Background: an optimization exercise with open tools, aiming at small area. Do not read the settings as production practice. Only simulation tests tie the RTL to the original design; equivalence was not proved. Power figures rest on the tool's default switching activity, not on a simulated workload.

==> delta <==
## maze_mem
module maze_mem #(
  parameter int maze_width = MAZE_WIDTH
) (
  input  logic                    clk,
  input  logic                    rst_n,
  input  logic                    load_start,
  input  logic                    load_valid,
  input  logic [7:0]              load_data,
  output logic                    load_ready,
  output logic                    solver_rst_n,
  input  logic [maze_width-1:0]   row,
  input  logic [maze_width-1:0]   col,
  input  logic                    maze_oe,
  input  logic                    maze_we,
  output logic                    maze_in,
  input  logic                    done,
  output logic [2*maze_width:0]   path_count,
  output logic                    we_on_wall
);
Settings: LEC_CHECK=0, CAP_MARGIN=20, CORE_MARGIN=2, CORE_UTILIZATION=65, CTS_BUF_LIST=sky130_fd_sc_hd__clkbuf_8, CTS_CLUSTER_DIAMETER=70, CTS_CLUSTER_SIZE=16, SLEW_MARGIN=20, SYNTH_HIERARCHICAL=1; clock period 8.0 ns.
run.sh (not shown) runs the stock make flow with config.mk's settings and CLKGATE_MAP_FILE= SYNTH_SCRIPT=/design/flow/synth_recipe.tcl, a recipe that flattens the netlist after the stock synthesis.
==> garnet (differences from delta) <==
--- a/flow/config.mk
+++ b/flow/config.mk
@@ -7,9 +7,9 @@
 export LEC_CHECK = 0
 export CAP_MARGIN = 20
 export CORE_MARGIN = 2
-export CORE_UTILIZATION = 65
+export CORE_UTILIZATION = 75
 export CTS_BUF_LIST = sky130_fd_sc_hd__clkbuf_8
-export CTS_CLUSTER_DIAMETER = 70
+export CTS_CLUSTER_DIAMETER = 60
 export CTS_CLUSTER_SIZE = 16
 export SLEW_MARGIN = 20
 export SYNTH_HIERARCHICAL = 1
==> run notes <==
Final cell count without fillers: delta 6474; garnet 6255
Slew of the pin with the lowest slew margin: delta 1.24 ns; garnet 1.28 ns
Diodes inserted: delta 7; garnet 10
F_max: delta 130 MHz; garnet 130 MHz
Total stage count of the critical path: delta 24; garnet 23
Gates resized, CTS repair: delta 1; garnet 0
Power in combinational cells: delta 0.00367 W; garnet 0.00370 W
R2R depth: delta 27; garnet 24
Buffers excl. clock: delta 153; garnet 117
Final weighted congestion in routability-driven placement: delta 0.873; garnet 0.970
Part of the power in the clock network: delta 0.236; garnet 0.238
Pre-CTS WS: delta 0.866 ns; garnet 1.01 ns
Result of the run: delta complete, no violations; garnet complete, no violations
Number of cell rows: delta 112; garnet 104
Power density over the cells: delta 258 nW/um^2; garnet 262 nW/um^2
Cell Count Post-Placement: delta 6327; garnet 6104
Slew Limit Headroom: delta 0.171; garnet 0.146
GR Util met1: delta 0.594; garnet 0.628
FILL cells: delta 6996; garnet 4994
Highest fanout seen on the critical path: delta 14; garnet 11
Clk slew on worst S/H paths: delta 0.10 ns; garnet 0.11 ns
Psw: delta 0.00575 W; garnet 0.00578 W
Final Routed Wirelength: delta 197000 um; garnet 193000 um

========
==> inputs of v37 <==
Starting RTL as in the previous note.
==> flow/design.v (excerpt) <==
module maze_mem #(
  parameter int maze_width = MAZE_WIDTH
) (
  input  logic                    clk,
  input  logic                    rst_n,
  input  logic                    load_start,
  input  logic                    load_valid,
  input  logic [7:0]              load_data,
  output logic                    load_ready,
  output logic                    solver_rst_n,
  input  logic [maze_width-1:0]   row,
  input  logic [maze_width-1:0]   col,
  input  logic                    maze_oe,
  input  logic                    maze_we,
  output logic                    maze_in,
  input  logic                    done,
  output logic [2*maze_width:0]   path_count,
  output logic                    we_on_wall
);
clock: 8.0 ns
lec_check: 0
cap_margin: 20
core_margin: 2
core_utilization: 72
cts_buf_list: sky130_fd_sc_hd__clkbuf_8
cts_cluster_diameter: 70
cts_cluster_size: 16
slew_margin: 20
synth_hierarchical: 1
==> v26 (differences from v37) <==
Settings changed: CORE_UTILIZATION 72 to 70.
==> results by group <==
Power and ir drop
  • Power per cell area: 259.2 nW/um^2

Layout
  • # fillers: 5790
  • Final Instance Area: 65210 um^2

Route
  • Final WL: 195500 um

Worst setup path
  • R2R depth: 25
  • RR Endpoint: m_56[5]
  • Crit path to: path_count[5]

Floorplan
  • Tap cells: 1144
  • Initial Util: 70.91%

STA
  • Worst hold slack: 0.4924 ns

Placement
  • Placed cells: 6209
  • DP HPWL: 115500 um

Global routing
  • Vias in the first global route: 46580
  • Met1 Use GR: 60.09%

Run status
  • Status: finished clean
the above is filed under v26

==> results by group <==
Placement
  • Placed cells: 6089

Global routing
  • Vias in the first global route: 45887
  • Met1 Use GR: 61.90%

Worst setup path
  • RR Endpoint: m_64[0]
  • Crit path to: path_count[7]
  • R2R depth: 26

Route
  • Final WL: 192300 um

STA
  • Worst hold slack: 0.4902 ns

Floorplan
  • Tap cells: 1080
  • Initial Util: 72.61%

Clock network
  • PostCTS Resize Cnt: 0

Power and ir drop
  • Power per cell area: 260.7 nW/um^2

Layout
  • Final Instance Area: 64780 um^2

Run status
  • Status: finished clean
the above is filed under v37


========
==> amber <==
Starting RTL as in the previous note.
## maze_mem
module maze_mem #(
  parameter int maze_width = MAZE_WIDTH
) (
  input  logic                    clk,
  input  logic                    rst_n,
  input  logic                    load_start,
  input  logic                    load_valid,
  input  logic [7:0]              load_data,
  output logic                    load_ready,
  output logic                    solver_rst_n,
  input  logic [maze_width-1:0]   row,
  input  logic [maze_width-1:0]   col,
  input  logic                    maze_oe,
  input  logic                    maze_we,
  output logic                    maze_in,
  input  logic                    done,
  output logic [2*maze_width:0]   path_count,
  output logic                    we_on_wall
);
  maze_pkg::maze_state_e state, state_nxt;
  logic [6:0] byte_cnt;
  logic       accept, last_byte, enter_load, serve;
  assign accept     = load_valid && load_ready;
  assign last_byte  = accept && (&byte_cnt);
  assign enter_load = (state != LOAD) && (state_nxt == LOAD);
  always_ff @(posedge clk or negedge rst_n) begin
  ...
Settings: LEC_CHECK=0, CAP_MARGIN=10, CORE_MARGIN=2, CORE_UTILIZATION=70, CTS_BUF_LIST=sky130_fd_sc_hd__clkbuf_8, CTS_CLUSTER_DIAMETER=70, CTS_CLUSTER_SIZE=16, GPL_TIMING_DRIVEN=0, SLEW_MARGIN=10, SYNTH_HIERARCHICAL=1; clock period 8.0 ns.
==> inputs of xenon, as changes to amber <==
==> flow/config.mk (replaced) <==
export PLATFORM = sky130hd
export DESIGN_NAME = maze_mem
export DESIGN_NICKNAME = maze_mem
export VERILOG_FILES = /design/flow/design.v
export SDC_FILE = /design/flow/constraint.sdc
export NUM_CORES = 4
export LEC_CHECK = 0
export CAP_MARGIN = 20
export CORE_MARGIN = 2
export CORE_UTILIZATION = 75
export CTS_BUF_LIST = sky130_fd_sc_hd__clkbuf_8
export CTS_CLUSTER_DIAMETER = 70
export CTS_CLUSTER_SIZE = 16
export SLEW_MARGIN = 20
export SYNTH_HIERARCHICAL = 1
==> run notes <==
- In amber the utilization is lower than in xenon, by 4.1 points.
- Against amber, the first-iteration DRC count of xenon is higher by 12%.
- Worst hold slack is about the same in xenon and amber.
- In xenon the via count is larger than in amber, by about 0.23%.
- In sequential power, xenon and amber hardly differ.

## afterwards: timing with drivers on the ports
Ports are ideal in the flow. The routed layouts listed here were re-timed in OpenROAD.
Step 1 sets driving cells, clkbuf_16 on the clock port and buf_2 on the other inputs (assumed; they add their load-dependent delay and slew).
Step 2 also shifts input and output timing later by t, the mid clock arrival at the registers, as if the neighbouring blocks saw the same clock.
a / b / c = ideal / step 1 / step 2; a / b = the first two.
| run | shift t [ns] | setup slack, ns | worst setup path at the end |
|---|---|---|---|
| delta | 0.904 | 0.316 / 0.246 / 0.997 | input to register |
| garnet | 0.879 | 0.332 / 0.263 / 1.142 | register to output |
| v37 | 0.875 | 0.353 / 0.286 / 1.162 | register to output |
| v26 | 0.897 | 0.404 / 0.333 / 1.188 | input to register |
| amber | 0.879 | 0.238 / 0.170 / 0.713 | register to register |
| xenon | 0.871 | 0.379 / 0.310 / 1.110 | input to register |
After both steps setup and hold are still met in every run listed.
